This design comes from an exercise in tuning for small area on the open sky130 flow, not from production work.
No run shown here included a check of the RTL's function; only the layout flow was run.
No activity file was given, so power comes from the tool's default toggle rates.

**flow/design.v**
```verilog
module pipe_reg_file #(
    parameter int unsigned DATA_W   = 32'd32,
    parameter int unsigned ADDR_W   = 32'd5,
    parameter int unsigned NUM_RD   = 32'd2,
    parameter int unsigned ZERO_REG = 32'd1
) (
    input  logic                       clock,
    input  logic                       reset,
    input  logic [NUM_RD*ADDR_W-1:0]   rd_addr,
    output logic [NUM_RD*DATA_W-1:0]   rd_data,
    output logic [NUM_RD-1:0]          rd_busy,
    input  logic                       wr_enable,
    input  logic [ADDR_W-1:0]          wr_addr,
    input  logic [DATA_W-1:0]          wr_data,
    input  logic                       issue_valid,
    input  logic [ADDR_W-1:0]          issue_addr,
    output logic [ADDR_W:0]            busy_count
);
    localparam int unsigned DEPTH = 32'd1 << ADDR_W;    
    logic [DEPTH-1:1][DATA_W-1:0] regs_r;
    logic [DEPTH-1:1][DATA_W-1:0] regs_next_s;
    logic [DEPTH-1:1]  busy_r;
    logic [ADDR_W:0]   busy_count_r;
    logic              wr_ok_s;
    logic              iss_ok_s;
    logic              reset_n_s;
    logic              iss_en_s;      
    logic [3:0]        wlo_n_s, ilo_n_s;    
    logic [7:0]        whi_n_s, ihi_n_s;    
    logic [DEPTH-1:1]  iss_dec_s;    
    logic [DEPTH-1:1]  ld_s;         
    logic [DEPTH-1:1]  ld_n_s;
    logic [DATA_W-1:0] ld_data_s;    
    logic [DEPTH-1:1]  busy_next_s;
    logic              wr_was_busy_s;
    logic              iss_was_busy_s;
    logic              cnt_inc_s;
    logic              cnt_dec_s;
    always_comb begin
        wr_ok_s   = wr_enable   && (wr_addr    != '0);
        iss_ok_s  = issue_valid && (issue_addr != '0);
        reset_n_s = !reset;
        iss_en_s  = issue_valid && !reset;
        for (int j = 0; j < 4; j++) begin
            wlo_n_s[j] = !(wr_addr[1:0]    == 2'(j));
            ilo_n_s[j] = !(issue_addr[1:0] == 2'(j));
        end
        for (int h = 0; h < 8; h++) begin
            whi_n_s[h] = !(wr_enable && (wr_addr[4:2]    == 3'(h)));
            ihi_n_s[h] = !(iss_en_s  && (issue_addr[4:2] == 3'(h)));
        end
        ld_data_s = reset ? '0 : wr_data;
    end
    for (genvar i = 1; i < int'(DEPTH); i++) begin : g_dec
        pipe_reg_file_o21ai u_ld  (.a1(wlo_n_s[i%4]), .a2(whi_n_s[i/4]), .b1(reset_n_s), .y(ld_s[i]));
        pipe_reg_file_inv   u_ldn (.a(ld_s[i]), .y(ld_n_s[i]));
        pipe_reg_file_nor2  u_iss (.a(ilo_n_s[i%4]), .b(ihi_n_s[i/4]), .y(iss_dec_s[i]));
        pipe_reg_file_a21o  u_bsy (.a1(busy_r[i]), .a2(ld_n_s[i]), .b1(iss_dec_s[i]), .y(busy_next_s[i]));
    end
    for (genvar i = 1; i < int'(DEPTH); i++) begin : g_reg
        for (genvar b = 0; b < int'(DATA_W); b++) begin : g_bit
            pipe_reg_file_ld u_ld (
                .ld  (ld_s[i]),
                .ldn (ld_n_s[i]),
                .d   (ld_data_s[b]),
                .q   (regs_r[i][b]),
                .y   (regs_next_s[i][b])
            );
        end
    end
    always_ff @(posedge clock) begin
        regs_r <= regs_next_s;
    end
    pipe_reg_file_sel1 u_wr_busy  (.sel(ld_s),  .d(busy_r), .y(wr_was_busy_s));
    pipe_reg_file_sel1 u_iss_busy (.sel(iss_dec_s), .d(busy_r), .y(iss_was_busy_s));
    always_comb begin
        cnt_inc_s = iss_ok_s && !iss_was_busy_s;
        cnt_dec_s = wr_was_busy_s && !(iss_ok_s && (issue_addr == wr_addr));
    end
    always_ff @(posedge clock) begin
        busy_r <= busy_next_s;
        if (reset)                        busy_count_r <= '0;
        else if (cnt_inc_s && !cnt_dec_s) busy_count_r <= busy_count_r + 1'b1;
        else if (cnt_dec_s && !cnt_inc_s) busy_count_r <= busy_count_r - 1'b1;
    end
    for (genvar k = 0; k < int'(NUM_RD); k++) begin : g_rd
        logic [ADDR_W-1:0] ra;
        logic [DEPTH-1:1]  dec;      
        logic              busy_lk;
        assign ra = rd_addr[k*ADDR_W +: ADDR_W];
        logic [3:0]        lo_n;
        logic [7:0]        hi_n;
        always_comb begin
            for (int j = 0; j < 4; j++) lo_n[j] = !(ra[1:0] == 2'(j));
            for (int h = 0; h < 8; h++) hi_n[h] = !(ra[4:2] == 3'(h));
        end
        for (genvar i = 1; i < int'(DEPTH); i++) begin : g_dec
            pipe_reg_file_nor2 u_dec (.a(lo_n[i%4]), .b(hi_n[i/4]), .y(dec[i]));
        end
        pipe_reg_file_sel1 u_busy (.sel(dec), .d(busy_r), .y(busy_lk));
        assign rd_busy[k] = busy_lk || (wr_ok_s && (wr_addr == ra));
        for (genvar b = 0; b < int'(DATA_W); b++) begin : g_bit
            logic [DEPTH-1:1] col;
            for (genvar i = 1; i < int'(DEPTH); i++) begin : g_col
                assign col[i] = regs_r[i][b];
            end
            pipe_reg_file_sel1 u_sel (.sel(dec), .d(col), .y(rd_data[k*DATA_W + b]));
        end
    end
    assign busy_count = busy_count_r;
endmodule
module pipe_reg_file_ld (
    input  logic ld,
    input  logic ldn,
    input  logic d,
    input  logic q,
    output logic y
);
    assign y = (ld & d) | (ldn & q);
endmodule
module pipe_reg_file_sel1 (
    input  logic [31:1] sel,
    input  logic [31:1] d,
    output logic        y
);
    logic [10:0] part_n;
    for (genvar g = 0; g < 10; g++) begin : g_grp
        pipe_reg_file_aoi222 u_aoi (
            .a1 (sel[3*g+1]), .a2 (d[3*g+1]),
            .b1 (sel[3*g+2]), .b2 (d[3*g+2]),
            .c1 (sel[3*g+3]), .c2 (d[3*g+3]),
            .y  (part_n[g])
        );
    end
    pipe_reg_file_nand2  u_last (.a(sel[31]), .b(d[31]), .y(part_n[10]));
    pipe_reg_file_nand11 u_or   (.a(part_n), .y(y));
endmodule
module pipe_reg_file_o21ai (
    input  logic a1, a2, b1,
    output logic y
);
    assign y = !((a1 | a2) & b1);
endmodule
module pipe_reg_file_a21o (
    input  logic a1, a2, b1,
    output logic y
);
    assign y = (a1 & a2) | b1;
endmodule
module pipe_reg_file_nor2 (
    input  logic a, b,
    output logic y
);
    assign y = !(a | b);
endmodule
module pipe_reg_file_inv (
    input  logic a,
    output logic y
);
    assign y = !a;
endmodule
module pipe_reg_file_aoi222 (
    input  logic a1, a2, b1, b2, c1, c2,
    output logic y
);
    assign y = !((a1 & a2) | (b1 & b2) | (c1 & c2));
endmodule
module pipe_reg_file_nand2 (
    input  logic a, b,
    output logic y
);
    assign y = !(a & b);
endmodule
module pipe_reg_file_nand11 (
    input  logic [10:0] a,
    output logic        y
);
    assign y = !(&a);
endmodule
```
**flow/flow/run.sh**
```bash
#!/bin/bash
set -e
export BUFFER_PORTS_ARGS="-buffer_cell sky130_fd_sc_hd__buf_1"
bash standard.sh > standard.log 2>&1
```
**flow/standard.sh**
```bash
#!/bin/bash
# synth_recipe.tcl (not shown) runs the flow's synth.tcl, then flattens the netlist and writes it again
# the make line also repeats each setting of config.mk as NAME=value (left out here)
make -C /OpenROAD-flow-scripts/flow DESIGN_CONFIG=/design/flow/config.mk WORK_HOME=/design/flow/orfs CLKGATE_MAP_FILE= SYNTH_SCRIPT=/design/flow/synth_recipe.tcl "${@:-finish}"
```
**flow/config.mk**
```make
export PLATFORM = sky130hd
export DESIGN_NAME = pipe_reg_file
export DESIGN_NICKNAME = pipe_reg_file
export VERILOG_FILES = /design/flow/design.v
export SDC_FILE = /design/flow/constraint.sdc
export NUM_CORES = 4
export LEC_CHECK = 0
export CAP_MARGIN = 0
export CORE_MARGIN = 2
export CORE_UTILIZATION = 45
export CTS_BUF_LIST = sky130_fd_sc_hd__clkbuf_16
export CTS_CLUSTER_DIAMETER = 80
export CTS_CLUSTER_SIZE = 28
export SLEW_MARGIN = 0
export SYNTH_HIERARCHICAL = 1
export SYNTH_MINIMUM_KEEP_SIZE = 0
```
**flow/constraint.sdc**
```tcl
create_clock -name core_clock -period 8.0 [get_ports {clock}]
set_input_delay 1.6000 -clock core_clock [delete_from_list [all_inputs] [get_ports {clock}]]
set_output_delay 1.6000 -clock core_clock [all_outputs]
set_load 0.01 [all_outputs]
```
==> results.cfg, run 1 <==
[critical_path]
required_ns = 6.40
worstPathMaxFanout = 26
worstSetupStartpoint = rd_addr[0]
cp-start-kind = input port
cp.arrival_ns = 4.86
crit_path_end = rd_data[16]
worst-r2r-cell-count = 11
critPathKind = in2out
worstReg2RegStart = busy_r[13]
r2r_setup_slack_ns = 4.62
timing.rr.end = busy_count_r[5]
end_kind = primary output

[synthesis]
synth-async-reset-ratio_pct = 0
ys_seq_area_share_pct = 51.5
syn_area_per_cell_um2 = 11.7
syn_inst = 3404
yosysUniqueCellTypes = 42
yosys_warnings = 7
netlist_area_mm2 = 0.0400
ys.flop_type = dfxtp_1
synth.net_count = 3466
synth_edf_count = 0
synth_seq_cells = 1029

[sta]
finalHoldViolCount = 0
clock.fmax_ghz = 0.155
rsz0062_at_grt = no
final.min_clock_period_ns = 6.46
worstMarginPinSlew_ns = 1.40
clock_skew_ns = 0.0274
slew_violations = 0
setup-tns-final_ns = 0
relSlewSlack_pct = 6.66
fin_crit_sh_pct = 80.7
whs_ns = 0.501
setup_viol = 0

[cells_and_area]
fillCellCount = 7697
final_nets = 3783
layout_commonest_cell = dfxtp_1
multiInputGateArea_mm2 = 0.0200
area_growth_pct = 14.3
ff_latch_area_mm2 = 0.0206
drive_gt1_share_pct = 10.0
mostFrequentLayoutCells = dfxtp_1 (1029), a22o_1 (992), a222oi_1 (680), buf_4 (148), nand4_1 (137)

[clock_tree]
hold_buffers = 0
numCtsBuffers = 50
cts_max_level = 2
post_cts_buffers = 0
cts-root-buf = clkbuf_16
cts.repair.resized = 0
max-clock-path-buffers = 3
cts_tree = built
clock-sinks = 1029
clk_pin_slew_worst_paths_ns = 0.08
clk_latency_ns = 0.68

[routing]
vias = 40900
drt_iter0_markers = 10100
firstDrtPassIters = 14
ant_nets = 0
wl_um = 198000
post_drt_wl_per_cell_um = 40.2
viasPerCell = 8.31
drc = 0

[global_route]
grt_pass1_vias = 39400
grtUsageTotal_pct = 41.4
grt_pass1_wl_um = 278000
grt_overflow = 0
grt_max_degree = 41
antenna_found_initial = 9

[power_and_ir_drop]
irDropWorstVdd_uv = 196
share_seq_of_total_power_pct = 55.6
p_sw_mw = 3.18
p_int_mw = 7.47
p_per_area_mw_per_mm2 = 233
swShare_pct = 29.9
p_leak_nw = 17.3
clkPwrFrac_pct = 30.7
pwr-share-comb_pct = 13.7

[floorplan]
start_util_pct = 45.3
dieWidth_um = 302
core_area_mm2 = 0.0882
die_area_mm2 = 0.0912
rows = 109
die_h_um = 302
ios = 128

[worst_hold_path]
holdPathStages = 1
worstHoldPathType = reg2reg

[placed_design]
hpwl_um = 118000
io_buffers = 127
gp_congestion = 0.956

[flow_run]
drv_cap = 0

[status]
status = no timing/DRC/antenna violations
==> Yosys stat by module (local to each module, per instance), excerpt <==
module,cells inside,cell area (um2),times used,flip-flops and latches
pipe_reg_file,1206,21800,1,1029
pipe_reg_file_nand11,4,23.8,68,0
pipe_reg_file_ld,1,8.76,992,0
pipe_reg_file_a21o,1,7.51,31,0
pipe_reg_file_o21ai,1,5.00,31,0
pipe_reg_file_inv,1,3.75,31,0
pipe_reg_file_nor2,1,3.75,93,0
pipe_reg_file_nand2,1,3.75,68,0
==> metrics by stage <==
| step | cells | cell area (um2) | utilization, % | setup WS [ns] | power [mW] |
|---|---|---|---|---|---|
| 2_1_floorplan | 3404 | 40000 | - | 2.46 | 6.72 |
| 3_3_place_gp | 4834 | 43900 | 49.8 | 1.78 | 7.34 |
| 3_5_place_dp | 4834 | 43900 | 49.8 | 1.74 | 7.40 |
| 4_1_cts | 4919 | 45700 | 51.8 | 1.74 | 10.6 |
| 5_1_grt | 4919 | 45700 | 51.8 | 1.54 | 10.9 |
| 6_report | 4923 | 45700 | 51.8 | 1.54 | 10.7 |
==> cell type report <==
cell class | instances | share of cell area, %
Timing Repair Buffer | 281 | 3.74
Clock inverter | 32 | 0.868
Antenna cell | 4 | 0.0219
Tap cell | 1165 | 3.19
Clock buffer | 53 | 2.90
Sequential cell | 1029 | 45.1
Multi-Input combinational cell | 2323 | 43.9
Inverter | 36 | 0.296
==> power groups by stage <==
stage	Clock (mW)	Sequential [mW]	Combinational (mW)
floorplan	0	5.92	0.805
CTS	3.28	5.90	1.40
global route	3.45	5.96	1.49
finish	3.27	5.92	1.46
detailed placement	0	6.01	1.40
global placement	0	5.98	1.36
==> worst max-delay path, cell delays in order <==
cell and delay, ns:
buf_1 0.20, nand2b_1 0.76, nor2_4 0.20, buf_4 0.36
a222oi_1 0.35, nand4_1 0.60, or3_1 0.61, buf_1 0.16
==> cells by family after synthesis <==
logic type | Yosys count | share of synthesized area (%)
compound gates | 1749 | 40.1
xor+xnor | 18 | 0.394
fa+ha+maj | 6 | 0.207
buf+inv | 52 | 0.551
flops | 1029 | 51.5
simple gates | 550 | 7.22
==> cells in the mapped netlist (5+ instances only) <==
cell / count / share of area, %
nand3_1: 79 / 0.99
nand3b_1: 6 / 0.11
buf_2: 10 / 0.13
ha_1: 5 / 0.16
dfxtp_1: 1029 / 52
or3_1: 70 / 1.1
a22o_1: 992 / 22
nand2b_1: 7 / 0.11
xor2_1: 10 / 0.22
xnor2_1: 8 / 0.18
a21o_1: 31 / 0.58
nor2b_1: 37 / 0.58
nor2_1: 108 / 1.0
inv_1: 36 / 0.34
o21ai_1: 31 / 0.39
nand2_1: 85 / 0.80
a222oi_1: 680 / 17
nand4_1: 137 / 2.1
==> registers in the layout, indices dropped and copies added (netlist names) <==
name / cells
busy_r: 31
regs_r: 992
busy_count_r: 6
==> worst min-delay path by stage <==
stage / slack (ns) / end / start
2_1_floorplan: 0.46 / regs_r[0] / regs_r[0]
3_3_place_gp: 0.47 / regs_r[100] / regs_r[100]
3_5_place_dp: 0.48 / regs_r[813] / regs_r[813]
4_1_cts: 0.50 / regs_r[963] / regs_r[963]
5_1_grt: 0.52 / regs_r[441] / regs_r[441]
6_report: 0.50 / regs_r[963] / regs_r[963]
==> metal layers <==
layer / track usage, % / vias up / wire length, um
li1: - / 16200 / -
met2: 58.5 / 3883 / 79900
met5: 0 / - / 43
met4: 28.5 / 6 / 16200
met3: 12.9 / 799 / 30100
met1: 53.7 / 20000 / 71700
==> run 2: changes to the inputs <==
==> flow/flow/run.sh (replaced) <==
#!/bin/bash
set -e
export BUFFER_PORTS_ARGS="-buffer_cell sky130_fd_sc_hd__buf_1"
export CTS_ARGS="-sink_clustering_enable -repair_clock_nets -sink_clustering_size 28 -sink_clustering_max_diameter 80 -buf_list sky130_fd_sc_hd__clkbuf_16 -dont_use_dummy_load"
bash standard.sh > standard.log 2>&1
==> run 2 against run 1 <==
  * Non-clock buffer count did not move
  * Largest cell class unchanged
  * Register-to-register slack gained 0.09 ns
  * Worst hold slack got worse by 0.0024 ns
  * Core utilization is 0.53 points lower
  * Clock power is 14% lower
  * Critical path depth unchanged
  * Sequential cell count unchanged
  * Final area shrank 1.0%
  * First-iteration DRC count down 3.2%
  * Highest routed layer unchanged
==> results.cfg, run 2 <==
[floorplan]
die_h_um = 302
start_util_pct = 45.3
dieWidth_um = 302
rows = 109
die_area_mm2 = 0.0912
ios = 128
core_area_mm2 = 0.0882

[sta]
setup_viol = 0
worstMarginPinSlew_ns = 1.42
clock_skew_ns = 0.0407
relSlewSlack_pct = 4.99
slew_violations = 0
final.min_clock_period_ns = 6.50
finalHoldViolCount = 0
clock.fmax_ghz = 0.154
setup-tns-final_ns = 0
rsz0062_at_grt = no
whs_ns = 0.499
fin_crit_sh_pct = 81.2

[routing]
firstDrtPassIters = 14
drt_iter0_markers = 9764
vias = 40800
route.met3.wl_um = 30200
post_drt_wl_per_cell_um = 40.4
ant_nets = 0
met1_length_um = 71400
viasPerCell = 8.34
dr_wl_met2_um = 79900
drc = 0
highest_layer = met5
wl_um = 197000

[global_route]
grt_pass1_vias = 39500
grt_max_degree = 41
grt_pass1_wl_um = 278000
antenna_found_initial = 10
grtUsageTotal_pct = 41.3
grt_overflow = 0

[synthesis]
netlist_area_mm2 = 0.0400
synth-adder-area-share_pct = 0.207
yosysTopAreaCell = dfxtp_1
synthXorXnorAreaFrac_pct = 0.394
synth.most_common_cell = dfxtp_1
synth.area.mux_share_pct = 0
synth_top_family_by_area = compound AO/OA/AOI/OAI gates
ys_top_cells_by_count = dfxtp_1 (1029), a22o_1 (992), a222oi_1 (680)
synth_seq_cells = 1029
ys_seq_area_share_pct = 51.5
yosysUniqueCellTypes = 42
synth.net_count = 3466
synth.area.top_cells = dfxtp_1 (52%), a22o_1 (22%), a222oi_1 (17%)
synth-compound-area-share_pct = 40.1
syn_inst = 3404
synth-simple-area-share_pct = 7.22
syn_area_per_cell_um2 = 11.7
synth_top_area_share_pct = 51.5
synth_edf_count = 0
ys.flop_type = dfxtp_1
synth-async-reset-ratio_pct = 0
yosys_warnings = 7

[critical_path]
critPathKind = in2out
worst-r2r-cell-count = 11
crit_path_max_incr_delay_ns = 0.77
end_kind = primary output
cp.arrival_ns = 4.90
crit_top_cell = buf_1
worstPathMaxFanout = 26
required_ns = 6.40
cp-start-kind = input port
slowest_stage = nand2b_1
crit_chain = buf_1, nand2b_1, nor2_4, buf_4, a222oi_1, nand4_1, or3_1, buf_1

[worst_hold_path]
worstHoldPathType = reg2reg
holdPathStages = 1

[power_and_ir_drop]
p_int_mw = 7.19
p_leak_nw = 17.1
p_per_area_mw_per_mm2 = 225
share_seq_of_total_power_pct = 58.2
p_sw_mw = 2.99
pwr-share-comb_pct = 14.3
swShare_pct = 29.3
clkPwrFrac_pct = 27.5
irDropWorstVdd_uv = 172

[clock_tree]
clock-sinks = 1029
cts-root-buf = clkbuf_16
post_cts_buffers = 0
numCtsBuffers = 50
clk_pin_slew_worst_paths_ns = 0.08
cts.repair.resized = 0
cts_tree = built
max-clock-path-buffers = 3
cts_max_level = 2
hold_buffers = 0
clk_latency_ns = 0.66

[cells_and_area]
largest-register = regs_r
largest_reg_flops = 992
layout_commonest_cell = dfxtp_1
drive_gt1_share_pct = 9.30
top_regs = regs_r x992, busy_r x31, busy_count_r x6
ff_latch_area_mm2 = 0.0206
area_growth_pct = 13.1
mostFrequentLayoutCells = dfxtp_1 (1029), a22o_1 (992), a222oi_1 (680), buf_4 (148), nand4_1 (137)
multiInputGateArea_mm2 = 0.0200
final_nets = 3783
fillCellCount = 7731

[status]
status = no timing/DRC/antenna violations

[flow_run]
drv_cap = 0

[placed_design]
io_buffers = 127
gp_congestion = 0.956
hpwl_um = 118000
==> run 2: cell counts after synthesis <==
No cell type changed its count.
==> run 2: worst max-delay path, delay by kind of cell <==
| kind | cells | cell delay (ns) |
|---|---|---|
| and+or+nand+nor | 4 | 2.21 |
| buffers and inverters | 3 | 0.70 |
| AOI/OAI and AO/OA | 1 | 0.36 |
==> run 2: cell families after synthesis <==
| logic type | Yosys count |
|---|---|
| xor+xnor | 18 |
| compound gates | 1749 |
| flops | 1029 |
| simple gates | 550 |
| fa+ha+maj | 6 |
| buf+inv | 52 |
==> run 2: power by group through the flow <==
stage	sequential (mW)	clock, mW	combinational [mW]
final	5.92	2.80	1.46
after global routing	5.96	2.98	1.50
after CTS	5.90	2.81	1.40
after detailed placement	6.01	0	1.40
after global placement	5.98	0	1.36
after floorplan	5.92	0	0.805
==> run 2: cell type report <==
| cell class | count | share of cell area, % |
|---|---|---|
| Antenna cell | 5 | 0.0277 |
| Timing Repair Buffer | 281 | 3.78 |
| Sequential cell | 1029 | 45.6 |
| Tap cell | 1165 | 3.22 |
| Multi-Input combinational cell | 2323 | 44.3 |
| Clock buffer | 50 | 2.77 |
| Inverter | 36 | 0.299 |
==> run 2: metal layers <==
metal / GRT usage [%] / vias up
li1: - / 16100
met1: 53.4 / 20000
met2: 57.7 / 3840
met3: 13.3 / 776
met4: 30.1 / 6
met5: 0 / -
==> run 2: through the flow <==
step / instance area, um2 / utilization, % / total power [mW] / worst slack [ns] / instances
floorplan: 40000 / - / 6.72 / 2.46 / 3404
global placement: 43900 / 49.8 / 7.34 / 1.78 / 4834
detailed placement: 43900 / 49.8 / 7.40 / 1.74 / 4834
CTS: 45200 / 51.2 / 10.1 / 1.74 / 4884
global route: 45200 / 51.2 / 10.4 / 1.54 / 4884
finish: 45200 / 51.2 / 10.2 / 1.50 / 4889
==> run 2: final timing paths <==
path | end | slack (ns) | from
setup / recovery | rd_data[16] | 1.50 | rd_addr[0]
hold / removal | regs_r[821] | 0.50 | regs_r[821]
setup reg to reg | busy_count_r[5] | 4.71 | busy_r[13]
hold reg to reg | regs_r[821] | 0.50 | regs_r[821]
==> run 2: modules after synthesis, one instance, submodules excluded, excerpt <==
module / cells / cell area [um2]
pipe_reg_file_nor2: 1 / 3.75
pipe_reg_file_nand2: 1 / 3.75
pipe_reg_file_aoi222: 1 / 10.0
pipe_reg_file_nand11: 4 / 23.8
pipe_reg_file_o21ai: 1 / 5.00
pipe_reg_file_ld: 1 / 8.76
pipe_reg_file_inv: 1 / 3.75
pipe_reg_file_a21o: 1 / 7.51
pipe_reg_file: 1206 / 21800

[what the ideal ports hide]
No port has a modelled driver above. Below, the same layouts with a new extraction and two added sets of constraints. Step 1 assumes that a clkbuf_16 drives the clock port and a buf_2 every other input. Step 2 adds t to the input delays and takes it off the output delays; t is the mean of the earliest and latest rising clock arrival at the registers after step 1. Input paths then give back, and output paths get back, about the clock's delay inside the block. Slacks: no drivers / after step 1 / after step 2; pairs: no drivers / after step 1.
run | shift t [ns] | setup slack, ns | worst hold slack (ns) | worst register clock-pin slew, ns
run 1 | 0.740 | 1.543 / 1.520 / 1.520 | 0.501 / 0.501 / 0.501 | 0.12 / 0.12
run 2 | 0.729 | 1.502 / 1.479 / 1.479 | 0.499 / 0.499 / 0.499 | 0.12 / 0.12
After both steps every run listed still meets setup and hold.
